What follows belongs to an exercise in optimizing a design on an open flow for small area and a short achievable clock period; a production flow would make more cautious choices. No run shown here included a check of the RTL's function; only the layout flow was run. Power and IR drop assume default switching activity.

### design.v
`timescale 1ns/1ps
module fp16_pipe #(
    parameter int W  = 1,
    parameter bit EN = 1'b1
) (
    input  logic         clk,
    input  logic [W-1:0] d,
    output logic [W-1:0] q
);
    if (EN) begin : g_reg
        always_ff @(posedge clk) q <= d;
    end else begin : g_wire
        assign q = d;
    end
endmodule
module fp16_vpipe #(
    parameter bit EN = 1'b1
) (
    input  logic clk,
    input  logic rst,
    input  logic d,
    output logic q
);
    if (EN) begin : g_reg
        always_ff @(posedge clk)
            if (rst) q <= 1'b0;
            else     q <= d;
    end else begin : g_wire
        assign q = d & ~rst;
    end
endmodule
module fp16_unpack (
    input  logic [15:0] w_i,
    output logic [10:0] sig_o,
    output logic [4:0]  exp_o
);
    logic n;
    always_comb begin
        n     = w_i[14:10] != 5'd0;
        sig_o = {n, w_i[9:0]};
        exp_o = n ? w_i[14:10] : {4'd0, w_i[9:0] != 10'd0};
    end
endmodule
`timescale 1ns/1ps
module fp16_mul_a (
    input  logic [10:0] a_i,
    input  logic [10:0] b_i,
    output logic [40:0] cs_o
);
    logic pp0_0;
    assign pp0_0 = a_i[0] & b_i[0];
    logic pp0_1;
    assign pp0_1 = a_i[0] & b_i[1];
    logic pp0_2;
    assign pp0_2 = a_i[0] & b_i[2];
    logic pp0_3;
    assign pp0_3 = a_i[0] & b_i[3];
    logic pp0_4;
    assign pp0_4 = a_i[0] & b_i[4];
    logic pp0_5;
    assign pp0_5 = a_i[0] & b_i[5];
    logic pp0_6;
    assign pp0_6 = a_i[0] & b_i[6];
    logic pp0_7;
    assign pp0_7 = a_i[0] & b_i[7];
    logic pp0_8;
    assign pp0_8 = a_i[0] & b_i[8];
    logic pp0_9;
    assign pp0_9 = a_i[0] & b_i[9];
    logic pp0_10;
    assign pp0_10 = a_i[0] & b_i[10];
    logic pp1_0;
    assign pp1_0 = a_i[1] & b_i[0];
    logic pp1_1;
    assign pp1_1 = a_i[1] & b_i[1];
    logic pp1_2;
    assign pp1_2 = a_i[1] & b_i[2];
    logic pp1_3;
    assign pp1_3 = a_i[1] & b_i[3];
    logic pp1_4;
    assign pp1_4 = a_i[1] & b_i[4];
    logic pp1_5;
    assign pp1_5 = a_i[1] & b_i[5];
    logic pp1_6;
    assign pp1_6 = a_i[1] & b_i[6];
    logic pp1_7;
    assign pp1_7 = a_i[1] & b_i[7];
    logic pp1_8;
    assign pp1_8 = a_i[1] & b_i[8];
    logic pp1_9;
    assign pp1_9 = a_i[1] & b_i[9];
    logic pp1_10;
    assign pp1_10 = a_i[1] & b_i[10];
    logic pp2_0;
    assign pp2_0 = a_i[2] & b_i[0];
    logic pp2_1;
    assign pp2_1 = a_i[2] & b_i[1];
    logic pp2_2;
    assign pp2_2 = a_i[2] & b_i[2];
    logic pp2_3;
    assign pp2_3 = a_i[2] & b_i[3];
    logic pp2_4;
    assign pp2_4 = a_i[2] & b_i[4];
    logic pp2_5;
    assign pp2_5 = a_i[2] & b_i[5];
    logic pp2_6;
    assign pp2_6 = a_i[2] & b_i[6];
    logic pp2_7;
    assign pp2_7 = a_i[2] & b_i[7];
    logic pp2_8;
    assign pp2_8 = a_i[2] & b_i[8];
    logic pp2_9;
    assign pp2_9 = a_i[2] & b_i[9];
    logic pp2_10;
    assign pp2_10 = a_i[2] & b_i[10];
    logic pp3_0;
    assign pp3_0 = a_i[3] & b_i[0];
    logic pp3_1;
    assign pp3_1 = a_i[3] & b_i[1];
    logic pp3_2;
    assign pp3_2 = a_i[3] & b_i[2];
    logic pp3_3;
    assign pp3_3 = a_i[3] & b_i[3];
    logic pp3_4;
    assign pp3_4 = a_i[3] & b_i[4];
    logic pp3_5;
    assign pp3_5 = a_i[3] & b_i[5];
    logic pp3_6;
    assign pp3_6 = a_i[3] & b_i[6];
    logic pp3_7;
    assign pp3_7 = a_i[3] & b_i[7];
    logic pp3_8;
    assign pp3_8 = a_i[3] & b_i[8];
    logic pp3_9;
    assign pp3_9 = a_i[3] & b_i[9];
    logic pp3_10;
    assign pp3_10 = a_i[3] & b_i[10];
    logic pp4_0;
    assign pp4_0 = a_i[4] & b_i[0];
    logic pp4_1;
    assign pp4_1 = a_i[4] & b_i[1];
    logic pp4_2;
    assign pp4_2 = a_i[4] & b_i[2];
    logic pp4_3;
    assign pp4_3 = a_i[4] & b_i[3];
    logic pp4_4;
    assign pp4_4 = a_i[4] & b_i[4];
    logic pp4_5;
    assign pp4_5 = a_i[4] & b_i[5];
    logic pp4_6;
    assign pp4_6 = a_i[4] & b_i[6];
    logic pp4_7;
    assign pp4_7 = a_i[4] & b_i[7];
    logic pp4_8;
    assign pp4_8 = a_i[4] & b_i[8];
    logic pp4_9;
    assign pp4_9 = a_i[4] & b_i[9];
    logic pp4_10;
    assign pp4_10 = a_i[4] & b_i[10];
    logic pp5_0;
    assign pp5_0 = a_i[5] & b_i[0];
    logic pp5_1;
    assign pp5_1 = a_i[5] & b_i[1];
    logic pp5_2;
    assign pp5_2 = a_i[5] & b_i[2];
    logic pp5_3;
    assign pp5_3 = a_i[5] & b_i[3];
    logic pp5_4;
    assign pp5_4 = a_i[5] & b_i[4];
    logic pp5_5;
    assign pp5_5 = a_i[5] & b_i[5];
    logic pp5_6;
    assign pp5_6 = a_i[5] & b_i[6];
    logic pp5_7;
    assign pp5_7 = a_i[5] & b_i[7];
    logic pp5_8;
    assign pp5_8 = a_i[5] & b_i[8];
    logic pp5_9;
    assign pp5_9 = a_i[5] & b_i[9];
    logic pp5_10;
    assign pp5_10 = a_i[5] & b_i[10];
    logic pp6_0;
    assign pp6_0 = a_i[6] & b_i[0];
    logic pp6_1;
    assign pp6_1 = a_i[6] & b_i[1];
    logic pp6_2;
    assign pp6_2 = a_i[6] & b_i[2];
    logic pp6_3;
    assign pp6_3 = a_i[6] & b_i[3];
    logic pp6_4;
    assign pp6_4 = a_i[6] & b_i[4];
    logic pp6_5;
    assign pp6_5 = a_i[6] & b_i[5];
    logic pp6_6;
    assign pp6_6 = a_i[6] & b_i[6];
    logic pp6_7;
    assign pp6_7 = a_i[6] & b_i[7];
    logic pp6_8;
    assign pp6_8 = a_i[6] & b_i[8];
    logic pp6_9;
    assign pp6_9 = a_i[6] & b_i[9];
    logic pp6_10;
    assign pp6_10 = a_i[6] & b_i[10];
    logic pp7_0;
    assign pp7_0 = a_i[7] & b_i[0];
    logic pp7_1;
    assign pp7_1 = a_i[7] & b_i[1];
    logic pp7_2;
    assign pp7_2 = a_i[7] & b_i[2];
    logic pp7_3;
    assign pp7_3 = a_i[7] & b_i[3];
    logic pp7_4;
    assign pp7_4 = a_i[7] & b_i[4];
    logic pp7_5;
    assign pp7_5 = a_i[7] & b_i[5];
    logic pp7_6;
    assign pp7_6 = a_i[7] & b_i[6];
    logic pp7_7;
    assign pp7_7 = a_i[7] & b_i[7];
    logic pp7_8;
    assign pp7_8 = a_i[7] & b_i[8];
    logic pp7_9;
    assign pp7_9 = a_i[7] & b_i[9];
    logic pp7_10;
    assign pp7_10 = a_i[7] & b_i[10];
    logic pp8_0;
    assign pp8_0 = a_i[8] & b_i[0];
    logic pp8_1;
    assign pp8_1 = a_i[8] & b_i[1];
    logic pp8_2;
    assign pp8_2 = a_i[8] & b_i[2];
    logic pp8_3;
    assign pp8_3 = a_i[8] & b_i[3];
    logic pp8_4;
    assign pp8_4 = a_i[8] & b_i[4];
    logic pp8_5;
    assign pp8_5 = a_i[8] & b_i[5];
    logic pp8_6;
    assign pp8_6 = a_i[8] & b_i[6];
    logic pp8_7;
    assign pp8_7 = a_i[8] & b_i[7];
    logic pp8_8;
    assign pp8_8 = a_i[8] & b_i[8];
    logic pp8_9;
    assign pp8_9 = a_i[8] & b_i[9];
    logic pp8_10;
    assign pp8_10 = a_i[8] & b_i[10];
    logic pp9_0;
    assign pp9_0 = a_i[9] & b_i[0];
    logic pp9_1;
    assign pp9_1 = a_i[9] & b_i[1];
    logic pp9_2;
    assign pp9_2 = a_i[9] & b_i[2];
    logic pp9_3;
    assign pp9_3 = a_i[9] & b_i[3];
    logic pp9_4;
    assign pp9_4 = a_i[9] & b_i[4];
    logic pp9_5;
    assign pp9_5 = a_i[9] & b_i[5];
    logic pp9_6;
    assign pp9_6 = a_i[9] & b_i[6];
    logic pp9_7;
    assign pp9_7 = a_i[9] & b_i[7];
    logic pp9_8;
    assign pp9_8 = a_i[9] & b_i[8];
    logic pp9_9;
    assign pp9_9 = a_i[9] & b_i[9];
    logic pp9_10;
    assign pp9_10 = a_i[9] & b_i[10];
    logic pp10_0;
    assign pp10_0 = a_i[10] & b_i[0];
    logic pp10_1;
    assign pp10_1 = a_i[10] & b_i[1];
    logic pp10_2;
    assign pp10_2 = a_i[10] & b_i[2];
    logic pp10_3;
    assign pp10_3 = a_i[10] & b_i[3];
    logic pp10_4;
    assign pp10_4 = a_i[10] & b_i[4];
    logic pp10_5;
    assign pp10_5 = a_i[10] & b_i[5];
    logic pp10_6;
    assign pp10_6 = a_i[10] & b_i[6];
    logic pp10_7;
    assign pp10_7 = a_i[10] & b_i[7];
    logic pp10_8;
    assign pp10_8 = a_i[10] & b_i[8];
    logic pp10_9;
    assign pp10_9 = a_i[10] & b_i[9];
    logic pp10_10;
    assign pp10_10 = a_i[10] & b_i[10];
    logic w1;
    logic w2;
    logic w3;
    logic w4;
    logic w5;
    logic w6;
    logic w7;
    logic w8;
    logic w9;
    logic w10;
    logic w11;
    logic w12;
    assign w1 = pp0_9 ^ pp1_8;
    assign w2 = pp0_9 & pp1_8;
    assign w3 = pp1_9 ^ pp2_8 ^ pp3_7;
    assign w4 = (pp1_9 & pp2_8) | (pp1_9 & pp3_7) | (pp2_8 & pp3_7);
    assign w5 = pp4_6 ^ pp5_5;
    assign w6 = pp4_6 & pp5_5;
    assign w7 = pp2_9 ^ pp3_8 ^ pp4_7;
    assign w8 = (pp2_9 & pp3_8) | (pp2_9 & pp4_7) | (pp3_8 & pp4_7);
    assign w9 = pp5_6 ^ pp6_5;
    assign w10 = pp5_6 & pp6_5;
    assign w11 = pp3_9 ^ pp4_8 ^ pp5_7;
    assign w12 = (pp3_9 & pp4_8) | (pp3_9 & pp5_7) | (pp4_8 & pp5_7);
    logic w13;
    logic w14;
    logic w15;
    logic w16;
    logic w17;
    logic w18;
    logic w19;
    logic w20;
    logic w21;
    logic w22;
    logic w23;
    logic w24;
    logic w25;
    logic w26;
    logic w27;
    logic w28;
    logic w29;
    logic w30;
    logic w31;
    logic w32;
    logic w33;
    logic w34;
    logic w35;
    logic w36;
    logic w37;
    logic w38;
    logic w39;
    logic w40;
    logic w41;
    logic w42;
    logic w43;
    logic w44;
    logic w45;
    logic w46;
    logic w47;
    logic w48;
    logic w49;
    logic w50;
    logic w51;
    logic w52;
    logic w53;
    logic w54;
    logic w55;
    logic w56;
    logic w57;
    logic w58;
    logic w59;
    logic w60;
    assign w13 = pp0_6 ^ pp1_5;
    assign w14 = pp0_6 & pp1_5;
    assign w15 = pp0_7 ^ pp1_6 ^ pp2_5;
    assign w16 = (pp0_7 & pp1_6) | (pp0_7 & pp2_5) | (pp1_6 & pp2_5);
    assign w17 = pp3_4 ^ pp4_3;
    assign w18 = pp3_4 & pp4_3;
    assign w19 = pp0_8 ^ pp1_7 ^ pp2_6;
    assign w20 = (pp0_8 & pp1_7) | (pp0_8 & pp2_6) | (pp1_7 & pp2_6);
    assign w21 = pp3_5 ^ pp4_4 ^ pp5_3;
    assign w22 = (pp3_5 & pp4_4) | (pp3_5 & pp5_3) | (pp4_4 & pp5_3);
    assign w23 = pp6_2 ^ pp7_1;
    assign w24 = pp6_2 & pp7_1;
    assign w25 = pp2_7 ^ pp3_6 ^ pp4_5;
    assign w26 = (pp2_7 & pp3_6) | (pp2_7 & pp4_5) | (pp3_6 & pp4_5);
    assign w27 = pp5_4 ^ pp6_3 ^ pp7_2;
    assign w28 = (pp5_4 & pp6_3) | (pp5_4 & pp7_2) | (pp6_3 & pp7_2);
    assign w29 = pp8_1 ^ pp9_0 ^ w1;
    assign w30 = (pp8_1 & pp9_0) | (pp8_1 & w1) | (pp9_0 & w1);
    assign w31 = pp6_4 ^ pp7_3 ^ pp8_2;
    assign w32 = (pp6_4 & pp7_3) | (pp6_4 & pp8_2) | (pp7_3 & pp8_2);
    assign w33 = pp9_1 ^ pp0_10 ^ pp10_0;
    assign w34 = (pp9_1 & pp0_10) | (pp9_1 & pp10_0) | (pp0_10 & pp10_0);
    assign w35 = w3 ^ w5 ^ w2;
    assign w36 = (w3 & w5) | (w3 & w2) | (w5 & w2);
    assign w37 = pp7_4 ^ pp8_3 ^ pp9_2;
    assign w38 = (pp7_4 & pp8_3) | (pp7_4 & pp9_2) | (pp8_3 & pp9_2);
    assign w39 = pp1_10 ^ pp10_1 ^ w7;
    assign w40 = (pp1_10 & pp10_1) | (pp1_10 & w7) | (pp10_1 & w7);
    assign w41 = w9 ^ w4 ^ w6;
    assign w42 = (w9 & w4) | (w9 & w6) | (w4 & w6);
    assign w43 = pp6_6 ^ pp7_5 ^ pp8_4;
    assign w44 = (pp6_6 & pp7_5) | (pp6_6 & pp8_4) | (pp7_5 & pp8_4);
    assign w45 = pp9_3 ^ pp2_10 ^ pp10_2;
    assign w46 = (pp9_3 & pp2_10) | (pp9_3 & pp10_2) | (pp2_10 & pp10_2);
    assign w47 = w11 ^ w8 ^ w10;
    assign w48 = (w11 & w8) | (w11 & w10) | (w8 & w10);
    assign w49 = pp4_9 ^ pp5_8 ^ pp6_7;
    assign w50 = (pp4_9 & pp5_8) | (pp4_9 & pp6_7) | (pp5_8 & pp6_7);
    assign w51 = pp7_6 ^ pp8_5 ^ pp9_4;
    assign w52 = (pp7_6 & pp8_5) | (pp7_6 & pp9_4) | (pp8_5 & pp9_4);
    assign w53 = pp3_10 ^ pp10_3 ^ w12;
    assign w54 = (pp3_10 & pp10_3) | (pp3_10 & w12) | (pp10_3 & w12);
    assign w55 = pp5_9 ^ pp6_8 ^ pp7_7;
    assign w56 = (pp5_9 & pp6_8) | (pp5_9 & pp7_7) | (pp6_8 & pp7_7);
    assign w57 = pp8_6 ^ pp9_5 ^ pp4_10;
    assign w58 = (pp8_6 & pp9_5) | (pp8_6 & pp4_10) | (pp9_5 & pp4_10);
    assign w59 = pp6_9 ^ pp7_8 ^ pp8_7;
    assign w60 = (pp6_9 & pp7_8) | (pp6_9 & pp8_7) | (pp7_8 & pp8_7);
    logic w61;
    logic w62;
    logic w63;
    logic w64;
    logic w65;
    logic w66;
    logic w67;
    logic w68;
    logic w69;
    logic w70;
    logic w71;
    logic w72;
    logic w73;
    logic w74;
    logic w75;
    logic w76;
    logic w77;
    logic w78;
    logic w79;
    logic w80;
    logic w81;
    logic w82;
    logic w83;
    logic w84;
    logic w85;
    logic w86;
    logic w87;
    logic w88;
    logic w89;
    logic w90;
    logic w91;
    logic w92;
    logic w93;
    logic w94;
    logic w95;
    logic w96;
    logic w97;
    logic w98;
    logic w99;
    logic w100;
    logic w101;
    logic w102;
    logic w103;
    logic w104;
    logic w105;
    logic w106;
    logic w107;
    logic w108;
    logic w109;
    logic w110;
    logic w111;
    logic w112;
    assign w61 = pp0_4 ^ pp1_3;
    assign w62 = pp0_4 & pp1_3;
    assign w63 = pp0_5 ^ pp1_4 ^ pp2_3;
    assign w64 = (pp0_5 & pp1_4) | (pp0_5 & pp2_3) | (pp1_4 & pp2_3);
    assign w65 = pp3_2 ^ pp4_1;
    assign w66 = pp3_2 & pp4_1;
    assign w67 = pp2_4 ^ pp3_3 ^ pp4_2;
    assign w68 = (pp2_4 & pp3_3) | (pp2_4 & pp4_2) | (pp3_3 & pp4_2);
    assign w69 = pp5_1 ^ pp6_0 ^ w13;
    assign w70 = (pp5_1 & pp6_0) | (pp5_1 & w13) | (pp6_0 & w13);
    assign w71 = pp5_2 ^ pp6_1 ^ pp7_0;
    assign w72 = (pp5_2 & pp6_1) | (pp5_2 & pp7_0) | (pp6_1 & pp7_0);
    assign w73 = w15 ^ w17 ^ w14;
    assign w74 = (w15 & w17) | (w15 & w14) | (w17 & w14);
    assign w75 = pp8_0 ^ w19 ^ w21;
    assign w76 = (pp8_0 & w19) | (pp8_0 & w21) | (w19 & w21);
    assign w77 = w23 ^ w16 ^ w18;
    assign w78 = (w23 & w16) | (w23 & w18) | (w16 & w18);
    assign w79 = w25 ^ w27 ^ w29;
    assign w80 = (w25 & w27) | (w25 & w29) | (w27 & w29);
    assign w81 = w20 ^ w22 ^ w24;
    assign w82 = (w20 & w22) | (w20 & w24) | (w22 & w24);
    assign w83 = w31 ^ w33 ^ w35;
    assign w84 = (w31 & w33) | (w31 & w35) | (w33 & w35);
    assign w85 = w26 ^ w28 ^ w30;
    assign w86 = (w26 & w28) | (w26 & w30) | (w28 & w30);
    assign w87 = w37 ^ w39 ^ w41;
    assign w88 = (w37 & w39) | (w37 & w41) | (w39 & w41);
    assign w89 = w32 ^ w34 ^ w36;
    assign w90 = (w32 & w34) | (w32 & w36) | (w34 & w36);
    assign w91 = w43 ^ w45 ^ w47;
    assign w92 = (w43 & w45) | (w43 & w47) | (w45 & w47);
    assign w93 = w38 ^ w40 ^ w42;
    assign w94 = (w38 & w40) | (w38 & w42) | (w40 & w42);
    assign w95 = w49 ^ w51 ^ w53;
    assign w96 = (w49 & w51) | (w49 & w53) | (w51 & w53);
    assign w97 = w44 ^ w46 ^ w48;
    assign w98 = (w44 & w46) | (w44 & w48) | (w46 & w48);
    assign w99 = pp10_4 ^ w55 ^ w57;
    assign w100 = (pp10_4 & w55) | (pp10_4 & w57) | (w55 & w57);
    assign w101 = w50 ^ w52 ^ w54;
    assign w102 = (w50 & w52) | (w50 & w54) | (w52 & w54);
    assign w103 = pp9_6 ^ pp5_10 ^ pp10_5;
    assign w104 = (pp9_6 & pp5_10) | (pp9_6 & pp10_5) | (pp5_10 & pp10_5);
    assign w105 = w59 ^ w56 ^ w58;
    assign w106 = (w59 & w56) | (w59 & w58) | (w56 & w58);
    assign w107 = pp7_9 ^ pp8_8 ^ pp9_7;
    assign w108 = (pp7_9 & pp8_8) | (pp7_9 & pp9_7) | (pp8_8 & pp9_7);
    assign w109 = pp6_10 ^ pp10_6 ^ w60;
    assign w110 = (pp6_10 & pp10_6) | (pp6_10 & w60) | (pp10_6 & w60);
    assign w111 = pp8_9 ^ pp9_8 ^ pp7_10;
    assign w112 = (pp8_9 & pp9_8) | (pp8_9 & pp7_10) | (pp9_8 & pp7_10);
    logic w113;
    logic w114;
    logic w115;
    logic w116;
    logic w117;
    logic w118;
    logic w119;
    logic w120;
    logic w121;
    logic w122;
    logic w123;
    logic w124;
    logic w125;
    logic w126;
    logic w127;
    logic w128;
    logic w129;
    logic w130;
    logic w131;
    logic w132;
    logic w133;
    logic w134;
    logic w135;
    logic w136;
    logic w137;
    logic w138;
    logic w139;
    logic w140;
    logic w141;
    logic w142;
    logic w143;
    logic w144;
    assign w113 = pp0_3 ^ pp1_2;
    assign w114 = pp0_3 & pp1_2;
    assign w115 = pp2_2 ^ pp3_1 ^ pp4_0;
    assign w116 = (pp2_2 & pp3_1) | (pp2_2 & pp4_0) | (pp3_1 & pp4_0);
    assign w117 = pp5_0 ^ w63 ^ w65;
    assign w118 = (pp5_0 & w63) | (pp5_0 & w65) | (w63 & w65);
    assign w119 = w67 ^ w69 ^ w64;
    assign w120 = (w67 & w69) | (w67 & w64) | (w69 & w64);
    assign w121 = w71 ^ w73 ^ w68;
    assign w122 = (w71 & w73) | (w71 & w68) | (w73 & w68);
    assign w123 = w75 ^ w77 ^ w72;
    assign w124 = (w75 & w77) | (w75 & w72) | (w77 & w72);
    assign w125 = w79 ^ w81 ^ w76;
    assign w126 = (w79 & w81) | (w79 & w76) | (w81 & w76);
    assign w127 = w83 ^ w85 ^ w80;
    assign w128 = (w83 & w85) | (w83 & w80) | (w85 & w80);
    assign w129 = w87 ^ w89 ^ w84;
    assign w130 = (w87 & w89) | (w87 & w84) | (w89 & w84);
    assign w131 = w91 ^ w93 ^ w88;
    assign w132 = (w91 & w93) | (w91 & w88) | (w93 & w88);
    assign w133 = w95 ^ w97 ^ w92;
    assign w134 = (w95 & w97) | (w95 & w92) | (w97 & w92);
    assign w135 = w99 ^ w101 ^ w96;
    assign w136 = (w99 & w101) | (w99 & w96) | (w101 & w96);
    assign w137 = w103 ^ w105 ^ w100;
    assign w138 = (w103 & w105) | (w103 & w100) | (w105 & w100);
    assign w139 = w107 ^ w109 ^ w104;
    assign w140 = (w107 & w109) | (w107 & w104) | (w109 & w104);
    assign w141 = pp10_7 ^ w111 ^ w108;
    assign w142 = (pp10_7 & w111) | (pp10_7 & w108) | (w111 & w108);
    assign w143 = pp9_9 ^ pp8_10 ^ pp10_8;
    assign w144 = (pp9_9 & pp8_10) | (pp9_9 & pp10_8) | (pp8_10 & pp10_8);
    logic w145;
    logic w146;
    logic w147;
    logic w148;
    logic w149;
    logic w150;
    logic w151;
    logic w152;
    logic w153;
    logic w154;
    logic w155;
    logic w156;
    logic w157;
    logic w158;
    logic w159;
    logic w160;
    logic w161;
    logic w162;
    logic w163;
    logic w164;
    logic w165;
    logic w166;
    logic w167;
    logic w168;
    logic w169;
    logic w170;
    logic w171;
    logic w172;
    logic w173;
    logic w174;
    logic w175;
    logic w176;
    logic w177;
    logic w178;
    logic w179;
    logic w180;
    assign w145 = pp0_2 ^ pp1_1;
    assign w146 = pp0_2 & pp1_1;
    assign w147 = pp2_1 ^ pp3_0 ^ w113;
    assign w148 = (pp2_1 & pp3_0) | (pp2_1 & w113) | (pp3_0 & w113);
    assign w149 = w61 ^ w115 ^ w114;
    assign w150 = (w61 & w115) | (w61 & w114) | (w115 & w114);
    assign w151 = w62 ^ w117 ^ w116;
    assign w152 = (w62 & w117) | (w62 & w116) | (w117 & w116);
    assign w153 = w66 ^ w119 ^ w118;
    assign w154 = (w66 & w119) | (w66 & w118) | (w119 & w118);
    assign w155 = w70 ^ w121 ^ w120;
    assign w156 = (w70 & w121) | (w70 & w120) | (w121 & w120);
    assign w157 = w74 ^ w123 ^ w122;
    assign w158 = (w74 & w123) | (w74 & w122) | (w123 & w122);
    assign w159 = w78 ^ w125 ^ w124;
    assign w160 = (w78 & w125) | (w78 & w124) | (w125 & w124);
    assign w161 = w82 ^ w127 ^ w126;
    assign w162 = (w82 & w127) | (w82 & w126) | (w127 & w126);
    assign w163 = w86 ^ w129 ^ w128;
    assign w164 = (w86 & w129) | (w86 & w128) | (w129 & w128);
    assign w165 = w90 ^ w131 ^ w130;
    assign w166 = (w90 & w131) | (w90 & w130) | (w131 & w130);
    assign w167 = w94 ^ w133 ^ w132;
    assign w168 = (w94 & w133) | (w94 & w132) | (w133 & w132);
    assign w169 = w98 ^ w135 ^ w134;
    assign w170 = (w98 & w135) | (w98 & w134) | (w135 & w134);
    assign w171 = w102 ^ w137 ^ w136;
    assign w172 = (w102 & w137) | (w102 & w136) | (w137 & w136);
    assign w173 = w106 ^ w139 ^ w138;
    assign w174 = (w106 & w139) | (w106 & w138) | (w139 & w138);
    assign w175 = w110 ^ w141 ^ w140;
    assign w176 = (w110 & w141) | (w110 & w140) | (w141 & w140);
    assign w177 = w112 ^ w143 ^ w142;
    assign w178 = (w112 & w143) | (w112 & w142) | (w143 & w142);
    assign w179 = pp9_10 ^ pp10_9 ^ w144;
    assign w180 = (pp9_10 & pp10_9) | (pp9_10 & w144) | (pp10_9 & w144);
    assign cs_o = {w180, pp10_10, w179, w178, w177, w176, w175, w174, w173, w172, w171, w170, w169, w168, w167, w166, w165, w164, w163, w162, w161, w160, w159, w158, w157, w156, w155, w154, w153, w152, w151, w150, w149, w148, w147, w146, w145, pp2_0, pp1_0, pp0_1, pp0_0};
endmodule
module fp16_mul_b (
    input  logic [40:0] cs_i,
    output logic [21:0] row0_o,
    output logic [21:0] row1_o
);
    logic pp0_0;
    assign pp0_0 = cs_i[0];
    logic pp0_1;
    assign pp0_1 = cs_i[1];
    logic pp1_0;
    assign pp1_0 = cs_i[2];
    logic pp2_0;
    assign pp2_0 = cs_i[3];
    logic w145;
    assign w145 = cs_i[4];
    logic w146;
    assign w146 = cs_i[5];
    logic w147;
    assign w147 = cs_i[6];
    logic w148;
    assign w148 = cs_i[7];
    logic w149;
    assign w149 = cs_i[8];
    logic w150;
    assign w150 = cs_i[9];
    logic w151;
    assign w151 = cs_i[10];
    logic w152;
    assign w152 = cs_i[11];
    logic w153;
    assign w153 = cs_i[12];
    logic w154;
    assign w154 = cs_i[13];
    logic w155;
    assign w155 = cs_i[14];
    logic w156;
    assign w156 = cs_i[15];
    logic w157;
    assign w157 = cs_i[16];
    logic w158;
    assign w158 = cs_i[17];
    logic w159;
    assign w159 = cs_i[18];
    logic w160;
    assign w160 = cs_i[19];
    logic w161;
    assign w161 = cs_i[20];
    logic w162;
    assign w162 = cs_i[21];
    logic w163;
    assign w163 = cs_i[22];
    logic w164;
    assign w164 = cs_i[23];
    logic w165;
    assign w165 = cs_i[24];
    logic w166;
    assign w166 = cs_i[25];
    logic w167;
    assign w167 = cs_i[26];
    logic w168;
    assign w168 = cs_i[27];
    logic w169;
    assign w169 = cs_i[28];
    logic w170;
    assign w170 = cs_i[29];
    logic w171;
    assign w171 = cs_i[30];
    logic w172;
    assign w172 = cs_i[31];
    logic w173;
    assign w173 = cs_i[32];
    logic w174;
    assign w174 = cs_i[33];
    logic w175;
    assign w175 = cs_i[34];
    logic w176;
    assign w176 = cs_i[35];
    logic w177;
    assign w177 = cs_i[36];
    logic w178;
    assign w178 = cs_i[37];
    logic w179;
    assign w179 = cs_i[38];
    logic pp10_10;
    assign pp10_10 = cs_i[39];
    logic w180;
    assign w180 = cs_i[40];
    assign row0_o = {1'b0, pp10_10, w179, w177, w175, w173, w171, w169, w167, w165, w163, w161, w159, w157, w155, w153, w151, w149, w147, pp2_0, pp0_1, pp0_0};
    assign row1_o = {1'b0, w180, w178, w176, w174, w172, w170, w168, w166, w164, w162, w160, w158, w156, w154, w152, w150, w148, w146, w145, pp1_0, 1'b0};
endmodule
module fp16_mul_cpa (
    input  logic [21:0] row0_i,
    input  logic [21:0] row1_i,
    output logic [21:0] prod_o
);
    assign prod_o = row0_i + row1_i;
endmodule
`timescale 1ns/1ps
module fp16_expo1 (
    input  logic [4:0]  k_exp_i,
    input  logic [4:0]  x_exp_i,
    input  logic [15:0] b_i,
    output logic [10:0] b_sig_o,
    output logic [4:0]  b_exp_o,
    output logic [5:0]  es_o         
);
    logic b_n;
    always_comb begin
        b_n     = b_i[14:10] != 5'd0;
        b_exp_o = b_n ? b_i[14:10] : 5'd1;
        b_sig_o = {b_n, b_i[9:0]};
        es_o    = {1'b0, k_exp_i} + {1'b0, x_exp_i};
    end
endmodule
module fp16_expo2 (
    input  logic [4:0] b_exp_i,
    input  logic [5:0] es_i,
    input  logic       p_sign_i,
    input  logic       b_sign_i,
    output logic       p_wins_o,
    output logic [4:0] shift_o,      
    output logic       drop_o,       
    output logic       edge_o,       
    output logic [5:0] exp_o,        
    output logic       sign_o,
    output logic       sub_o
);
    logic [5:0] t, pe;
    logic [6:0] d, nd;      
    always_comb begin
        t        = {1'b0, b_exp_i} + 6'd15;
        d        = {1'b0, es_i} - {1'b0, t};
        nd       = {1'b0, t} - {1'b0, es_i};
        pe       = es_i - 6'd15;           
        p_wins_o = nd[6];
        if (p_wins_o) begin
            shift_o = d[4:0];
            drop_o  = d[5:0] > 6'd21;
            edge_o  = d[5:0] == 6'd21;    
            exp_o   = pe;
            sign_o  = p_sign_i;
        end else begin
            shift_o = nd[4:0];
            drop_o  = nd[5:0] > 6'd22;
            edge_o  = nd[5:0] == 6'd22;   
            exp_o   = {1'b0, b_exp_i};
            sign_o  = b_sign_i;
        end
        sub_o = p_sign_i ^ b_sign_i;
    end
endmodule
module fp16_align (
    input  logic [21:0] prod_i,
    input  logic [10:0] b_sig_i,
    input  logic        p_wins_i,
    input  logic [4:0]  shift_i,
    input  logic        drop_i,
    input  logic        edge_i,
    input  logic        sub_i,
    output logic [21:0] hi_o,
    output logic [32:0] lo_o
);
    logic        p_top, drop;
    logic [21:0] p, bb, lo_in;
    logic [32:0] lo;
    always_comb begin
        p_top = prod_i[21];
        p     = {prod_i[21:1], prod_i[0] & ~p_top};
        bb    = {1'b0, b_sig_i, 10'd0};
        drop  = drop_i | (edge_i & (p_top ~^ p_wins_i));
        hi_o  = p_wins_i ? p : bb;
        lo_in = p_wins_i ? bb : p;
        lo    = drop ? 33'd0 : {lo_in, 11'd0} >> shift_i;
        lo_o  = sub_i ? ~lo : lo;
    end
endmodule
module fp16_cadd #(
    parameter int W = 34
) (
    input  logic [W-1:0] a_i,
    input  logic [W-1:0] b_i,
    output logic [W:0]   s0_o,      
    output logic [W:0]   s1_o       
);
    localparam int L = $clog2(W);
    logic [W-1:0] g [L+1];
    logic [W-1:0] p [L+1];
    logic [W-1:0] hp;
    assign g[0]  = a_i & b_i;
    assign p[0]  = a_i | b_i;
    assign hp    = a_i ^ b_i;
    for (genvar l = 0; l < L; l++) begin : g_lvl
        for (genvar i = 0; i < W; i++) begin : g_bit
            if ((i >> l) & 1) begin : g_op
                localparam int J = ((i >> l) << l) - 1;
                assign g[l+1][i] = g[l][i] | (p[l][i] & g[l][J]);
                assign p[l+1][i] = p[l][i] & p[l][J];
            end else begin : g_pass
                assign g[l+1][i] = g[l][i];
                assign p[l+1][i] = p[l][i];
            end
        end
    end
    logic [W:0] c0, c1;
    assign c0 = {g[L], 1'b0};
    assign c1 = {g[L] | p[L], 1'b1};
    assign s0_o = {c0[W], hp ^ c0[W-1:0]};
    assign s1_o = {c1[W], hp ^ c1[W-1:0]};
endmodule
module fp16_add (
    input  logic [21:0] hi_i,
    input  logic [32:0] lo_i,
    input  logic        sub_i,
    output logic [33:0] mag_o,
    output logic        neg_o
);
    logic [34:0] t0, t1;
    fp16_cadd #(34) cadd_i (
        .a_i({1'b0, hi_i, 11'd0}), .b_i({sub_i, lo_i}), .s0_o(t0), .s1_o(t1)
    );
    always_comb begin
        neg_o = sub_i & ~t0[34];
        if (!sub_i)
            mag_o = t0[33:0];
        else if (t0[34])
            mag_o = t1[33:0];
        else
            mag_o = ~t0[33:0];
    end
endmodule
`timescale 1ns/1ps
module fp16_lzc (
    input  logic [33:0] v_i,
    output logic [5:0]  n_o
);
    logic [63:0] z [7];
    logic [5:0]  c [7][64];
    always_comb begin
        for (int i = 0; i < 64; i++) begin
            z[0][i] = (i < 34) ? ~v_i[33 - i] : 1'b1;
            c[0][i] = '0;
        end
        for (int l = 1; l <= 6; l++) begin
            for (int i = 0; i < 64; i++) begin
                z[l][i] = 1'b0;
                c[l][i] = '0;
            end
            for (int i = 0; i < (64 >> l); i++) begin
                z[l][i] = z[l-1][2*i] & z[l-1][2*i+1];
                if (z[l-1][2*i])
                    c[l][i] = c[l-1][2*i+1] | 6'(1 << (l - 1));
                else
                    c[l][i] = c[l-1][2*i];
            end
        end
        n_o = c[6][0];
    end
endmodule
module fp16_normalize (
    input  logic [33:0] mag_i,
    input  logic [5:0]  exp_i,      
    output logic [14:0] top_o,      
    output logic [5:0]  shift_o     
);
    logic [33:0] m, mark, n;
    fp16_lzc lzc_i (.v_i(m), .n_o(shift_o));
    always_comb begin
        mark  = (exp_i <= 6'd32) ? 34'(34'd1 << (6'd32 - exp_i)) : 34'd0;
        m     = mag_i | mark;
        n     = mag_i << {shift_o[5:2], 2'b00};
        top_o = n[33:19];
    end
endmodule
module fp16_fine (
    input  logic [14:0] top_i,
    input  logic [1:0]  shift_i,
    output logic [10:0] sig_o,
    output logic        rnd_o
);
    logic [14:0] n;
    always_comb begin
        n     = top_i << shift_i;
        sig_o = n[14:4];
        rnd_o = n[3];
    end
endmodule
module fp16_round (
    input  logic        sign_i,
    input  logic [10:0] sig_i,
    input  logic        rnd_i,
    input  logic [5:0]  e2_i,
    input  logic [5:0]  shift_i,
    output logic [15:0] result_o
);
    logic        inc;
    logic [5:0]  e0, e1, e;
    logic [9:0]  frac;
    logic        sat, zero;
    always_comb begin
        inc  = rnd_i & (&sig_i[9:0]);           
        e0   = e2_i - shift_i;
        e1   = e2_i - shift_i + 6'd1;
        e    = sig_i[10] ? (inc ? e1 : e0) : {5'd0, inc};
        frac = sig_i[9:0] + 10'(rnd_i);
        sat  = e > 6'd30;
        zero = ~sig_i[10] & (sig_i[9:0] == 10'd0) & ~rnd_i;
        if (sat)
            result_o = {sign_i, 15'h7BFF};
        else if (zero)
            result_o = 16'd0;
        else
            result_o = {sign_i, e[4:0], frac};
    end
endmodule
`timescale 1ns/1ps
module fp16_mac (
    input  logic                        clk,
    input  logic                        rst,
    input  logic                        in_valid_i,
    input  logic [2-1:0]           tag_i,
    input  logic [16-1:0]          k_i,
    input  logic [16-1:0]          x_i,
    input  logic [16-1:0]          b_i,
    output logic                        out_valid_o,
    output logic [2-1:0]           tag_o,
    output logic [16-1:0]          result_o
);
    localparam int CSW = 41;       
    logic [10:0] u_k_sig, u_x_sig;
    logic [4:0]  u_k_exp, u_x_exp;
    logic [CSW-1:0] m_cs, c1_cs;
    logic [10:0] e_b_sig, c1_b_sig;
    logic [4:0]  e_b_exp, c1_b_exp;
    logic [5:0]  e_es, c1_es;
    logic        c1_p_sign, c1_b_sign;
    logic [1:0]  c1_tag;
    logic        c1_valid;
    fp16_unpack unpack_k (.w_i(k_i), .sig_o(u_k_sig), .exp_o(u_k_exp));
    fp16_unpack unpack_x (.w_i(x_i), .sig_o(u_x_sig), .exp_o(u_x_exp));
    fp16_mul_a mul_a_i (.a_i(u_k_sig), .b_i(u_x_sig), .cs_o(m_cs));
    fp16_expo1 expo1_i (
        .k_exp_i(u_k_exp), .x_exp_i(u_x_exp), .b_i(b_i),
        .b_sig_o(e_b_sig), .b_exp_o(e_b_exp), .es_o(e_es)
    );
    fp16_vpipe #(1'b1) c1_v (.clk, .rst, .d(in_valid_i), .q(c1_valid));
    fp16_pipe #(CSW + 26, 1'b1) c1 (.clk,
        .d({m_cs, e_b_sig, e_b_exp, e_es, k_i[15] ^ x_i[15], b_i[15], tag_i}),
        .q({c1_cs, c1_b_sig, c1_b_exp, c1_es, c1_p_sign, c1_b_sign, c1_tag}));
    logic [21:0] m_row0, m_row1, m_prod, c2_prod;
    logic        x_p_wins, x_drop, x_edge, x_sign, x_sub;
    logic [4:0]  x_shift;
    logic [5:0]  x_exp;
    logic [10:0] c2_b_sig;
    logic        c2_p_wins, c2_drop, c2_edge, c2_sign, c2_sub;
    logic [4:0]  c2_shift;
    logic [5:0]  c2_exp;
    logic [1:0]  c2_tag;
    logic        c2_valid;
    fp16_mul_b mul_b_i (.cs_i(c1_cs), .row0_o(m_row0), .row1_o(m_row1));
    fp16_mul_cpa mul_cpa_i (.row0_i(m_row0), .row1_i(m_row1), .prod_o(m_prod));
    fp16_expo2 expo2_i (
        .b_exp_i(c1_b_exp), .es_i(c1_es), .p_sign_i(c1_p_sign), .b_sign_i(c1_b_sign),
        .p_wins_o(x_p_wins), .shift_o(x_shift), .drop_o(x_drop), .edge_o(x_edge),
        .exp_o(x_exp), .sign_o(x_sign), .sub_o(x_sub)
    );
    fp16_vpipe #(1'b1) c2_v (.clk, .rst, .d(c1_valid), .q(c2_valid));
    fp16_pipe #(51, 1'b1) c2 (.clk,
        .d({m_prod, c1_b_sig, x_p_wins, x_shift, x_drop, x_edge, x_exp, x_sign, x_sub, c1_tag}),
        .q({c2_prod, c2_b_sig, c2_p_wins, c2_shift, c2_drop, c2_edge, c2_exp, c2_sign, c2_sub, c2_tag}));
    logic [21:0] a_hi, c3_hi;
    logic [32:0] a_lo, c3_lo;
    logic [5:0]  c3_exp;
    logic        c3_sign, c3_sub;
    logic [1:0]  c3_tag;
    logic        c3_valid;
    fp16_align align_i (
        .prod_i(c2_prod), .b_sig_i(c2_b_sig), .p_wins_i(c2_p_wins), .shift_i(c2_shift),
        .drop_i(c2_drop), .edge_i(c2_edge), .sub_i(c2_sub), .hi_o(a_hi), .lo_o(a_lo)
    );
    fp16_vpipe #(1'b1) c3_v (.clk, .rst, .d(c2_valid), .q(c3_valid));
    fp16_pipe #(65, 1'b1) c3 (.clk,
        .d({a_hi, a_lo, c2_exp, c2_sign, c2_sub, c2_tag}),
        .q({c3_hi, c3_lo, c3_exp, c3_sign, c3_sub, c3_tag}));
    logic [33:0] d_mag, c4_mag;
    logic        d_neg;
    logic [5:0]  c4_exp;
    logic        c4_sign;
    logic [1:0]  c4_tag;
    logic        c4_valid;
    fp16_add add_i (.hi_i(c3_hi), .lo_i(c3_lo), .sub_i(c3_sub), .mag_o(d_mag), .neg_o(d_neg));
    fp16_vpipe #(1'b1) c4_v (.clk, .rst, .d(c3_valid), .q(c4_valid));
    fp16_pipe #(43, 1'b1) c4 (.clk,
        .d({d_mag, c3_exp, c3_sign ^ d_neg, c3_tag}),
        .q({c4_mag, c4_exp, c4_sign, c4_tag}));
    logic [14:0] n_top, c5_top;
    logic        c5_sign;
    logic [5:0]  n_shift, c5_shift, c5_e2;
    logic [1:0]  c5_tag;
    logic        c5_valid;
    fp16_normalize normalize_i (.mag_i(c4_mag), .exp_i(c4_exp), .top_o(n_top), .shift_o(n_shift));
    fp16_vpipe #(1'b1) c5_v (.clk, .rst, .d(c4_valid), .q(c5_valid));
    fp16_pipe #(30, 1'b1) c5 (.clk,
        .d({n_top, n_shift, c4_exp + 6'd2, c4_sign, c4_tag}),
        .q({c5_top, c5_shift, c5_e2, c5_sign, c5_tag}));
    logic [15:0] r_result;
    logic [10:0] f_sig;
    logic        f_rnd;
    fp16_fine fine_i (.top_i(c5_top), .shift_i(c5_shift[1:0]), .sig_o(f_sig), .rnd_o(f_rnd));
    fp16_round round_i (.sign_i(c5_sign), .sig_i(f_sig), .rnd_i(f_rnd), .e2_i(c5_e2), .shift_i(c5_shift), .result_o(r_result));
    always_ff @(posedge clk) begin
        if (rst) begin
            out_valid_o <= 1'b0;
            tag_o       <= '0;
            result_o    <= '0;
        end else begin
            out_valid_o <= c5_valid;
            if (c5_valid) begin
                tag_o    <= c5_tag;
                result_o <= r_result;
            end
        end
    end
endmodule
### run.sh
#!/bin/bash
# synth_recipe.tcl (not shown) runs the flow's synth.tcl, then flattens the netlist and writes it again
# the make line also repeats each setting of config.mk as NAME=value (left out here)
make -C /OpenROAD-flow-scripts/flow DESIGN_CONFIG=/design/flow/config.mk WORK_HOME=/design/flow/orfs CLKGATE_MAP_FILE= SYNTH_SCRIPT=/design/flow/synth_recipe.tcl finish
### config.mk
export PLATFORM = sky130hd
export DESIGN_NAME = fp16_mac
export DESIGN_NICKNAME = fp16_mac
export VERILOG_FILES = /design/flow/design.v
export SDC_FILE = /design/flow/constraint.sdc
export NUM_CORES = 4
export LEC_CHECK = 0
export CAP_MARGIN = 20
export CORE_MARGIN = 2
export CORE_UTILIZATION = 40
export SETUP_SLACK_MARGIN = 2.5
export SLEW_MARGIN = 20
### constraint.sdc
create_clock -name core_clock -period 6.0 [get_ports {clk}]
set_input_delay 1.2000 -clock core_clock [delete_from_list [all_inputs] [get_ports {clk}]]
set_output_delay 1.2000 -clock core_clock [all_outputs]
set_load 0.01 [all_outputs]
==> flow_metrics.py, run 1 <==
metrics = {
    "timing": {
        "holdWs_ns": 0.3253,
        "fin_crit_ns": 3.584,
        "setup_tns_ns": 0,
        "slew_headroom_pct": 36.96,
        "fmax_mhz": 279.0,
        "setup_viol": 0,
        "fin_skew_ns": 0.01078,
        "worst_pin_slew_ns": 0.9456,
        "rsz0062_at_grt": "true",
        "finalCritPeriodShare_pct": 59.73,
        "slew_violations": 0,
        "hold_viol": 0,
    },
    "logic_synthesis": {
        "yosys-top-cells-count": "dfxtp_1, inv_1, nand2_1",
        "synth_top_family_by_area": "adder cells",
        "synth_nets": 2139,
        "synth_seq_cells": 280,
        "synthCells": 1891,
        "synth-compound-area-share_pct": 14.72,
        "synthAdderAreaFrac_pct": 17.89,
        "synth-simple-area-share_pct": 15.53,
        "async_flop_share_pct": 0,
        "ys_seq_area_share_pct": 32.35,
        "yosysWarnings": 21,
        "synth_top_flop_cell": "dfxtp_1",
        "synth-xor-area-share_pct": 6.319,
        "synth_mux_area_share_pct": 6.904,
        "yosys.area.top_type": "dfxtp_1",
        "synth_area_leaders": "dfxtp_1, fa_1, ha_1, inv_1, xnor2_1",
        "synth.distinct_cells": 82,
        "syn-cell-area_mm2": 0.01733,
        "synth-edff-count": 0,
        "synth_area_per_cell_um2": 9.163,
        "synth_top_area_share_pct": 32.35,
        "synth_most_common_cell": "dfxtp_1",
    },
    "die": {
        "fp.dieW_um": 212.1,
        "core-area_mm2": 0.04289,
        "initial_core_util_pct": 40.40,
        "dieArea_mm2": 0.04500,
        "die_y_um": 212.1,
        "num_rows": 76,
        "ios": 72,
    },
    "critical_path": {
        "crit_required_ns": 6.50,
        "max_stage_delay_ns": 0.56,
        "crit_start": "x_i[9]",
        "cp_slowest_cell": "fa_2",
        "critical_path_class": "input port to flop",
        "cp.depth": 9,
        "worstSetupEndpointType": "flop",
        "r2r_slack_ns": 2.47,
        "crit_buf_inv": 3,
        "cp_data_arrival_time_ns": 4.08,
        "crit_top_cell": "fa_2",
        "r2r_cells": 15,
        "cpLargestDelayFamily": "adder cells",
        "worstPathCellList": "buf_12 > and2_4 > fa_2 > inv_2 > fa_2 > inv_2 > fa_2 > fa_1 > fa_2",
        "path_max_fanout": 6,
        "regToRegStartpoint": "c4.q[4]$_DFF_P_",
        "start_kind": "input port",
    },
    "cells_and_area": {
        "n_antenna_cell": 0,
        "fillCellCount": 3987,
        "stdcell_area_mm2": 0.02065,
        "area_growth_pct": 19.21,
        "nNetsFinal": 2228,
        "layout-drive-gt1-share_pct": 16.32,
        "final_cells": 2589,
    },
    "worst_hold_path": {
        "hp-start": "c3.q[0]$_DFF_P_",
        "hold_class": "flop to flop",
        "whs_path_depth": 0,
    },
    "route": {
        "vias": 13550,
        "drt-initial-drc-count": 567,
        "drc_errors": 0,
        "wl_per_cell_um": 17.58,
        "routed_via_density": 5.233,
        "drt_wl_total_um": 45520,
        "ant_nets": 0,
        "firstDrtPassIters": 7,
    },
    "cts": {
        "clk_pin_slew_ns": 0.06,
        "clock-sinks": 280,
        "hold_buffers": 0,
        "cts_buffers": 31,
        "cts_tree": "built",
        "h-tree-depth": 1,
        "cts.path.max_buffers": 3,
        "clock_latency_ns": 0.56,
        "ctsRootBufferMaster": "clkbuf_16",
    },
    "pwr": {
        "power_frac_clock_pct": 18.1,
        "p_sw_mw": 4.503,
        "powerDensity_mw_per_mm2": 511.5,
        "leakagePower_nw": 8.814,
        "seqPwrFrac_pct": 31.1,
        "power_switching_share_pct": 42.62,
        "p_comb_share_pct": 50.8,
        "intPower_mw": 6.062,
        "ir_drop_uv": 272.8,
    },
    "placed_design": {
        "portBuffers": 71,
        "hpwl_um": 34090,
        "dp_cells": 2464,
        "gp_congestion": 0.9185,
        "placed_cell_area_mm2": 0.01855,
    },
    "global_routing": {
        "grt_max_degree": 41,
        "track_usage_pct": 20.28,
        "antenna_found_initial": 0,
        "grt_pass1_vias": 14100,
        "grt_pass1_wl_um": 73000,
        "overflow": 0,
    },
    "run_status": {
        "status": "no timing/DRC/antenna violations",
    },
    "run": {
        "drv_cap": 0,
    },
}
[final timing paths]
check	endpoint
hold reg to reg	c4.q[0]$_DFF_P_
hold / removal	c4.q[0]$_DFF_P_
setup / recovery	c1.q[46]$_DFF_P_
setup reg to reg	c5.q[29]$_DFF_P_
[metrics by stage]
step	utilization [%]	setup slack [ns]	total power, mW
after floorplan	-	1.944	6.790
after global placement	43.25	1.279	8.114
after detailed placement	43.25	1.197	8.196
after CTS	46.77	2.414	10.32
after global routing	48.16	2.326	11.39
final	48.16	2.416	10.56
[area by class of cell]
class,instances,area (um^2),area share [%]
Timing Repair inverter,2,17.52,0.08481
Clock inverter,19,196.4,0.9511
Sequential cell,280,5625,27.24
Multi-Input combinational cell,1328,11130,53.87
Inverter,188,725.7,3.513
Clock buffer,38,842.1,4.077
Tap cell,585,732.0,3.544
Timing Repair Buffer,149,1389,6.724
[power groups by stage]
stage                     combinational, mW  clock (mW)  sequential, mW
after floorplan                        3.90           0            2.89
after global placement                 4.83           0            3.29
after detailed placement               4.90           0            3.29
after CTS                              5.10        1.95            3.26
after global routing                   6.00        2.03            3.36
final                                  5.37        1.91            3.28
[cells in the final DEF, fill, tap and decap left out, drive strengths merged, types with 14 or more instances in the layout]
cell type,instances
nand3,31
nor4,15
o21ai,81
nor3,29
a21oi,100
fa,88
ha,107
nand2b,19
xnor2,76
o21bai,14
inv,190
mux2i,37
dfxtp,280
and2,96
nor2,110
a21o,19
mux2,29
nand2,170
xor2,49
clkbuf,48
o211ai,19
mux4,22
nor2b,25
buf,89
a211oi,22
clkdlybuf4s50,41
[state kept, by name, summed over array words and instances, names as in the netlist, 2 cells and up]
register and cells:
c5.q 30, c4.q 43, c1.q 67, c2.q 51, tag_o 2, result_o 16, c3.q 65
[logic make-up (layout without fill, tap and decap cells)]
kind of cell               Yosys count  count (layout)
xor gates and xnor gates           125             125
muxes                               88              88
buffers and inverters              284             396
and+or+nand+nor                    541             541
AOI/OAI and AO/OA                  378             379
DFF                                280             280
adders and majority gates          195             195
[timing repair]
action | 4_1_cts | 5_1_grt
endpoints found under the setup margin | 64 | 69
gates cloned | 3 | 1
pin swaps | 29 | 39
setup buffers | 30 | 34
gates resized for setup | 158 | 102
[per-layer routing]
metal | global-route usage (%) | part of all wire [%]
met5 | 0 | 0
met4 | 9.131 | 4.4
met3 | 2.526 | 4.0
met2 | 38.10 | 52
met1 | 22.78 | 40
==> inputs of run 2 (changes only) <==
--- a/design.v
+++ b/design.v
@@ -46,5 +46,5 @@
     input  logic [10:0] a_i,
     input  logic [10:0] b_i,
-    output logic [40:0] cs_o
+    output logic [72:0] cs_o
 );
     logic pp0_0;
@@ -514,4 +514,157 @@
     assign w111 = pp8_9 ^ pp9_8 ^ pp7_10;
     assign w112 = (pp8_9 & pp9_8) | (pp8_9 & pp7_10) | (pp9_8 & pp7_10);
+    assign cs_o = {pp10_10, pp10_9, pp9_10, w112, pp10_8, pp9_9, pp8_10, w111, w110, w108, pp10_7, w109, w107, w106, w104, w105, w103, w102, w100, w101, w99, w98, w96, w97, w95, w94, w92, w93, w91, w90, w88, w89, w87, w86, w84, w85, w83, w82, w80, w81, w79, w78, w76, w77, w75, w74, w72, w73, w71, w70, w68, w69, w67, w66, w64, w65, w63, w62, pp5_0, w61, pp4_0, pp3_1, pp2_2, pp3_0, pp2_1, pp1_2, pp0_3, pp2_0, pp1_1, pp0_2, pp1_0, pp0_1, pp0_0};
+endmodule
+module fp16_mul_b (
+    input  logic [72:0] cs_i,
+    output logic [21:0] row0_o,
+    output logic [21:0] row1_o
+);
+    logic pp0_0;
+    assign pp0_0 = cs_i[0];
+    logic pp0_1;
+    assign pp0_1 = cs_i[1];
+    logic pp1_0;
+    assign pp1_0 = cs_i[2];
+    logic pp0_2;
+    assign pp0_2 = cs_i[3];
+    logic pp1_1;
+    assign pp1_1 = cs_i[4];
+    logic pp2_0;
+    assign pp2_0 = cs_i[5];
+    logic pp0_3;
+    assign pp0_3 = cs_i[6];
+    logic pp1_2;
+    assign pp1_2 = cs_i[7];
+    logic pp2_1;
+    assign pp2_1 = cs_i[8];
+    logic pp3_0;
+    assign pp3_0 = cs_i[9];
+    logic pp2_2;
+    assign pp2_2 = cs_i[10];
+    logic pp3_1;
+    assign pp3_1 = cs_i[11];
+    logic pp4_0;
+    assign pp4_0 = cs_i[12];
+    logic w61;
+    assign w61 = cs_i[13];
+    logic pp5_0;
+    assign pp5_0 = cs_i[14];
+    logic w62;
+    assign w62 = cs_i[15];
+    logic w63;
+    assign w63 = cs_i[16];
+    logic w65;
+    assign w65 = cs_i[17];
+    logic w64;
+    assign w64 = cs_i[18];
+    logic w66;
+    assign w66 = cs_i[19];
+    logic w67;
+    assign w67 = cs_i[20];
+    logic w69;
+    assign w69 = cs_i[21];
+    logic w68;
+    assign w68 = cs_i[22];
+    logic w70;
+    assign w70 = cs_i[23];
+    logic w71;
+    assign w71 = cs_i[24];
+    logic w73;
+    assign w73 = cs_i[25];
+    logic w72;
+    assign w72 = cs_i[26];
+    logic w74;
+    assign w74 = cs_i[27];
+    logic w75;
+    assign w75 = cs_i[28];
+    logic w77;
+    assign w77 = cs_i[29];
+    logic w76;
+    assign w76 = cs_i[30];
+    logic w78;
+    assign w78 = cs_i[31];
+    logic w79;
+    assign w79 = cs_i[32];
+    logic w81;
+    assign w81 = cs_i[33];
+    logic w80;
+    assign w80 = cs_i[34];
+    logic w82;
+    assign w82 = cs_i[35];
+    logic w83;
+    assign w83 = cs_i[36];
+    logic w85;
+    assign w85 = cs_i[37];
+    logic w84;
+    assign w84 = cs_i[38];
+    logic w86;
+    assign w86 = cs_i[39];
+    logic w87;
+    assign w87 = cs_i[40];
+    logic w89;
+    assign w89 = cs_i[41];
+    logic w88;
+    assign w88 = cs_i[42];
+    logic w90;
+    assign w90 = cs_i[43];
+    logic w91;
+    assign w91 = cs_i[44];
+    logic w93;
+    assign w93 = cs_i[45];
+    logic w92;
+    assign w92 = cs_i[46];
+    logic w94;
+    assign w94 = cs_i[47];
+    logic w95;
+    assign w95 = cs_i[48];
+    logic w97;
+    assign w97 = cs_i[49];
+    logic w96;
+    assign w96 = cs_i[50];
+    logic w98;
+    assign w98 = cs_i[51];
+    logic w99;
+    assign w99 = cs_i[52];
+    logic w101;
+    assign w101 = cs_i[53];
+    logic w100;
+    assign w100 = cs_i[54];
+    logic w102;
+    assign w102 = cs_i[55];
+    logic w103;
+    assign w103 = cs_i[56];
+    logic w105;
+    assign w105 = cs_i[57];
+    logic w104;
+    assign w104 = cs_i[58];
+    logic w106;
+    assign w106 = cs_i[59];
+    logic w107;
+    assign w107 = cs_i[60];
+    logic w109;
+    assign w109 = cs_i[61];
+    logic pp10_7;
+    assign pp10_7 = cs_i[62];
+    logic w108;
+    assign w108 = cs_i[63];
+    logic w110;
+    assign w110 = cs_i[64];
+    logic w111;
+    assign w111 = cs_i[65];
+    logic pp8_10;
+    assign pp8_10 = cs_i[66];
+    logic pp9_9;
+    assign pp9_9 = cs_i[67];
+    logic pp10_8;
+    assign pp10_8 = cs_i[68];
+    logic w112;
+    assign w112 = cs_i[69];
+    logic pp9_10;
+    assign pp9_10 = cs_i[70];
+    logic pp10_9;
+    assign pp10_9 = cs_i[71];
+    logic pp10_10;
+    assign pp10_10 = cs_i[72];
     logic w113;
     logic w114;
@@ -650,93 +803,4 @@
     assign w179 = pp9_10 ^ pp10_9 ^ w144;
     assign w180 = (pp9_10 & pp10_9) | (pp9_10 & w144) | (pp10_9 & w144);
-    assign cs_o = {w180, pp10_10, w179, w178, w177, w176, w175, w174, w173, w172, w171, w170, w169, w168, w167, w166, w165, w164, w163, w162, w161, w160, w159, w158, w157, w156, w155, w154, w153, w152, w151, w150, w149, w148, w147, w146, w145, pp2_0, pp1_0, pp0_1, pp0_0};
-endmodule
-module fp16_mul_b (
-    input  logic [40:0] cs_i,
-    output logic [21:0] row0_o,
-    output logic [21:0] row1_o
-);
-    logic pp0_0;
-    assign pp0_0 = cs_i[0];
-    logic pp0_1;
-    assign pp0_1 = cs_i[1];
-    logic pp1_0;
-    assign pp1_0 = cs_i[2];
-    logic pp2_0;
-    assign pp2_0 = cs_i[3];
-    logic w145;
-    assign w145 = cs_i[4];
-    logic w146;
-    assign w146 = cs_i[5];
-    logic w147;
-    assign w147 = cs_i[6];
-    logic w148;
-    assign w148 = cs_i[7];
-    logic w149;
-    assign w149 = cs_i[8];
-    logic w150;
-    assign w150 = cs_i[9];
-    logic w151;
-    assign w151 = cs_i[10];
-    logic w152;
-    assign w152 = cs_i[11];
-    logic w153;
-    assign w153 = cs_i[12];
-    logic w154;
-    assign w154 = cs_i[13];
-    logic w155;
-    assign w155 = cs_i[14];
-    logic w156;
-    assign w156 = cs_i[15];
-    logic w157;
-    assign w157 = cs_i[16];
-    logic w158;
-    assign w158 = cs_i[17];
-    logic w159;
-    assign w159 = cs_i[18];
-    logic w160;
-    assign w160 = cs_i[19];
-    logic w161;
-    assign w161 = cs_i[20];
-    logic w162;
-    assign w162 = cs_i[21];
-    logic w163;
-    assign w163 = cs_i[22];
-    logic w164;
-    assign w164 = cs_i[23];
-    logic w165;
-    assign w165 = cs_i[24];
-    logic w166;
-    assign w166 = cs_i[25];
-    logic w167;
-    assign w167 = cs_i[26];
-    logic w168;
-    assign w168 = cs_i[27];
-    logic w169;
-    assign w169 = cs_i[28];
-    logic w170;
-    assign w170 = cs_i[29];
-    logic w171;
-    assign w171 = cs_i[30];
-    logic w172;
-    assign w172 = cs_i[31];
-    logic w173;
-    assign w173 = cs_i[32];
-    logic w174;
-    assign w174 = cs_i[33];
-    logic w175;
-    assign w175 = cs_i[34];
-    logic w176;
-    assign w176 = cs_i[35];
-    logic w177;
-    assign w177 = cs_i[36];
-    logic w178;
-    assign w178 = cs_i[37];
-    logic w179;
-    assign w179 = cs_i[38];
-    logic pp10_10;
-    assign pp10_10 = cs_i[39];
-    logic w180;
-    assign w180 = cs_i[40];
     assign row0_o = {1'b0, pp10_10, w179, w177, w175, w173, w171, w169, w167, w165, w163, w161, w159, w157, w155, w153, w151, w149, w147, pp2_0, pp0_1, pp0_0};
     assign row1_o = {1'b0, w180, w178, w176, w174, w172, w170, w168, w166, w164, w162, w160, w158, w156, w154, w152, w150, w148, w146, w145, pp1_0, 1'b0};
@@ -910,15 +974,28 @@
     end
 endmodule
+module fp16_mark (
+    input  logic [5:0] exp_i,
+    output logic [3:0] hi_o,
+    output logic [7:0] lo_o
+);
+    logic [5:0] j;
+    always_comb begin
+        j    = 6'd32 - exp_i;
+        hi_o = (exp_i <= 6'd32) ? 4'(4'd1 << j[4:3]) : 4'd0;
+        lo_o = 8'(8'd1 << j[2:0]);
+    end
+endmodule
 module fp16_normalize (
     input  logic [33:0] mag_i,
-    input  logic [5:0]  exp_i,      
+    input  logic [3:0]  mark_hi_i,
+    input  logic [7:0]  mark_lo_i,
     output logic [14:0] top_o,      
     output logic [5:0]  shift_o     
 );
-    logic [33:0] m, mark, n;
+    logic [33:0] m, n;
     fp16_lzc lzc_i (.v_i(m), .n_o(shift_o));
     always_comb begin
-        mark  = (exp_i <= 6'd32) ? 34'(34'd1 << (6'd32 - exp_i)) : 34'd0;
-        m     = mag_i | mark;
+        for (int i = 0; i < 34; i++)
+            m[i] = mag_i[i] | (i < 32 && mark_hi_i[i / 8] && mark_lo_i[i % 8]);
         n     = mag_i << {shift_o[5:2], 2'b00};
         top_o = n[33:19];
@@ -979,5 +1056,5 @@
     output logic [16-1:0]          result_o
 );
-    localparam int CSW = 41;       
+    localparam int CSW = 73;       
     logic [10:0] u_k_sig, u_x_sig;
     logic [4:0]  u_k_exp, u_x_exp;
@@ -1037,5 +1114,7 @@
     logic [33:0] d_mag, c4_mag;
     logic        d_neg;
-    logic [5:0]  c4_exp;
+    logic [5:0]  c4_e2;
+    logic [3:0]  k_mark_hi, c4_mark_hi;
+    logic [7:0]  k_mark_lo, c4_mark_lo;
     logic        c4_sign;
     logic [1:0]  c4_tag;
@@ -1043,7 +1122,8 @@
     fp16_add add_i (.hi_i(c3_hi), .lo_i(c3_lo), .sub_i(c3_sub), .mag_o(d_mag), .neg_o(d_neg));
     fp16_vpipe #(1'b1) c4_v (.clk, .rst, .d(c3_valid), .q(c4_valid));
-    fp16_pipe #(43, 1'b1) c4 (.clk,
-        .d({d_mag, c3_exp, c3_sign ^ d_neg, c3_tag}),
-        .q({c4_mag, c4_exp, c4_sign, c4_tag}));
+    fp16_mark mark_i (.exp_i(c3_exp), .hi_o(k_mark_hi), .lo_o(k_mark_lo));
+    fp16_pipe #(55, 1'b1) c4 (.clk,
+        .d({d_mag, c3_exp + 6'd2, k_mark_hi, k_mark_lo, c3_sign ^ d_neg, c3_tag}),
+        .q({c4_mag, c4_e2, c4_mark_hi, c4_mark_lo, c4_sign, c4_tag}));
     logic [14:0] n_top, c5_top;
     logic        c5_sign;
@@ -1051,8 +1131,8 @@
     logic [1:0]  c5_tag;
     logic        c5_valid;
-    fp16_normalize normalize_i (.mag_i(c4_mag), .exp_i(c4_exp), .top_o(n_top), .shift_o(n_shift));
+    fp16_normalize normalize_i (.mag_i(c4_mag), .mark_hi_i(c4_mark_hi), .mark_lo_i(c4_mark_lo), .top_o(n_top), .shift_o(n_shift));
     fp16_vpipe #(1'b1) c5_v (.clk, .rst, .d(c4_valid), .q(c5_valid));
     fp16_pipe #(30, 1'b1) c5 (.clk,
-        .d({n_top, n_shift, c4_exp + 6'd2, c4_sign, c4_tag}),
+        .d({n_top, n_shift, c4_e2, c4_sign, c4_tag}),
         .q({c5_top, c5_shift, c5_e2, c5_sign, c5_tag}));
     logic [15:0] r_result;
--- a/config.mk
+++ b/config.mk
@@ -9,4 +9,4 @@
 export CORE_MARGIN = 2
 export CORE_UTILIZATION = 40
-export SETUP_SLACK_MARGIN = 2.5
+export SETUP_SLACK_MARGIN = 2.8
 export SLEW_MARGIN = 20
==> run 2 against run 1 <==
Against the previous run: critical path depth up 4; routed wire length increased by 5.1%; global-route usage up 0.17 points; highest routed layer unchanged.
==> flow_metrics.py, run 2 <==
metrics = {
    "global_routing": {
        "grt_pass1_wl_um": 77110,
        "track_usage_pct": 20.45,
        "grt_pass1_vias": 14370,
        "grt_max_degree": 42,
    },
    "cells_and_area": {
        "layout-drive-gt1-share_pct": 9.863,
        "fillCellCount": 4359,
        "largest-register": "c1.q",
        "reg_top3": "c1.q (99), c3.q (65), c4.q (55)",
        "final_common_cell": "dfxtp_1",
        "final_core_util_pct": 46.80,
        "final_cell_mix": "dfxtp_1, inv_1, nand2_1, nor2_1, and2_1",
        "final-seq-area_mm2": 0.006494,
        "nNetsFinal": 2264,
    },
    "route": {
        "drt-initial-drc-count": 812,
        "firstDrtPassIters": 5,
        "routed_via_density": 5.291,
        "drc_errors": 0,
        "wl_per_cell_um": 18.13,
    },
    "cts": {
        "clock-sinks": 324,
        "ctsRootBufferMaster": "clkbuf_16",
        "clk_pin_slew_ns": 0.06,
        "h-tree-depth": 2,
        "cts_tree": "built",
    },
    "pwr": {
        "power_mw": 12.03,
        "leakagePower_nw": 9.125,
        "powerDensity_mw_per_mm2": 566.2,
    },
    "critical_path": {
        "crit_start": "c1.q[43]$_DFF_P_",
        "cp_data_arrival_time_ns": 3.60,
        "path_max_fanout": 5,
        "r2r-end": "c2.q[48]$_DFF_P_",
        "worstSetupEndpointType": "flop",
        "critical_path_class": "flop to flop",
        "start_kind": "flop",
        "r2r_cells": 13,
        "crit_required_ns": 6.43,
        "regToRegStartpoint": "c1.q[43]$_DFF_P_",
        "crit_end": "c2.q[48]$_DFF_P_",
    },
    "die": {
        "ios": 72,
        "core-area_mm2": 0.04538,
        "num_rows": 78,
        "fp.dieW_um": 218.2,
        "die_y_um": 218.2,
        "dieArea_mm2": 0.04762,
        "initial_core_util_pct": 40.45,
    },
    "logic_synthesis": {
        "ys_seq_area_share_pct": 35.34,
        "synth_most_common_cell": "dfxtp_1",
        "synth-edff-count": 0,
        "synth_area_leaders": "dfxtp_1, fa_1, ha_1, inv_1, and2_1",
        "synth_top_area_share_pct": 35.34,
        "async_flop_share_pct": 0,
        "synthCells": 1971,
        "synth_seq_cells": 324,
        "synth_nets": 2219,
        "synth_area_per_cell_um2": 9.313,
        "yosysWarnings": 24,
        "synth_top_flop_cell": "dfxtp_1",
        "yosys.area.top_type": "dfxtp_1",
    },
    "timing": {
        "fin_skew_ns": 0.02999,
        "fmax_mhz": 315.5,
        "worst_slack_ns": 2.830,
        "hold_viol": 0,
        "setup_tns_ns": 0,
        "rsz0062_at_grt": "true",
        "worst_pin_slew_ns": 0.9194,
        "fin_crit_ns": 3.170,
        "slew_headroom_pct": 38.71,
    },
    "placed_design": {
        "gp_congestion": 0.9184,
        "placed_cell_area_mm2": 0.01951,
    },
    "worst_hold_path": {
        "hold_class": "flop to flop",
    },
    "run_status": {
        "status": "no timing/DRC/antenna violations",
    },
    "run": {
        "drv_cap": 0,
    },
}
-- run 2: changes by cell type in the layout (fill, tap and decap cells not counted), moves of 12 or more --
cell,previous run,this run
xnor2_1,74,62
buf_4,61,24
nor2_1,106,128
a211oi_1,18,30
clkdlybuf4s50_1,41,56
a21oi_1,95,74
dlymetal6s2s_1,0,13
nor3_1,24,47
mux2i_1,32,50
and2_1,87,106
dfxtp_1,272,318
inv_1,175,197
-- run 2: cells by family after synthesis --
| logic type | share of synthesized area [%] |
|---|---|
| fa+ha+maj | 16.89 |
| simple gates | 15.90 |
| xor+xnor | 5.582 |
| flops | 35.34 |
| compound gates | 12.66 |
| mux | 7.368 |
| buf+inv | 6.271 |
-- run 2: worst min-delay path by stage --
| stage | from | to | slack, ns |
|---|---|---|---|
| finish | c1.q[26]$_DFF_P_ | c2.q[29]$_DFF_P_ | 0.32 |
| CTS | c4.q[1]$_DFF_P_ | c5.q[1]$_DFF_P_ | 0.33 |
| global placement | c2.q[4]$_DFF_P_ | c3.q[4]$_DFF_P_ | 0.31 |
| global route | c2.q[6]$_DFF_P_ | c3.q[6]$_DFF_P_ | 0.33 |
| detailed placement | c1.q[0]$_DFF_P_ | c2.q[0]$_DFF_P_ | 0.31 |
| floorplan | c1.q[0]$_DFF_P_ | c2.q[0]$_DFF_P_ | 0.31 |
-- run 2: routing by layer --
| layer | global-route usage [%] | routed length, um | vias up |
|---|---|---|---|
| met1 | 23.52 | 19940 | 6718 |
| met3 | 2.561 | 1666 | 137 |
| met4 | 10.29 | 2414 | 0 |
| li1 | - | - | 6757 |
| met5 | 0 | 0 | - |
| met2 | 37.16 | 23800 | 345 |
-- run 2: report_power, final --
group          leakage, nW  internal [mW]  switching, mW
registers             2.71           2.85          0.783
logic                 5.86           2.72           3.52
clock network        0.556           1.26          0.902
total                 9.13           6.82           5.20
-- run 2: cell type report --
type / count / share of cell area, %
clock buffers: 49 / 4.860
clock inverters: 12 / 0.5596
inverters: 204 / 3.605
multi-input cells: 1352 / 52.42
flip-flops and latches: 324 / 30.57
well taps: 600 / 3.535
repair buffers: 97 / 4.442
-- run 2: metrics by stage --
| stage | std cells | hold slack [ns] |
|---|---|---|
| floorplan | 1971 | 0.3096 |
| global placement | 2560 | 0.3100 |
| detailed placement | 2560 | 0.3121 |
| CTS | 2628 | 0.3263 |
| global route | 2638 | 0.3277 |
| finish | 2638 | 0.3243 |
-- run 2: repair_timing --
action,in CTS,in global routing
pin swaps,34,20
endpoints found under the setup margin,65,74
resized for setup,50,49
setup buffers,7,10
-- run 2: worst max-delay path: stages (launching register included) --
cell and delay [ns]:
dfxtp_2 0.32, inv_2 0.03, fa_1 0.49, fa_1 0.51
inv_2 0.05, ha_4 0.30, nand2_4 0.06, o21ai_4 0.16
o221ai_4 0.18, o311ai_4 0.27, nor4_1 0.07, nor3_1 0.27
a31oi_1 0.18, xnor2_1 0.15

Re-timed with assumed drivers on the ports (clkbuf_16 on the clock, buf_2 on other inputs), run 2 has 2.830 ns of setup slack against 2.830 ns with ideal ports, and 2.380 ns once port delays also move by the mid clock arrival of 0.602 ns.
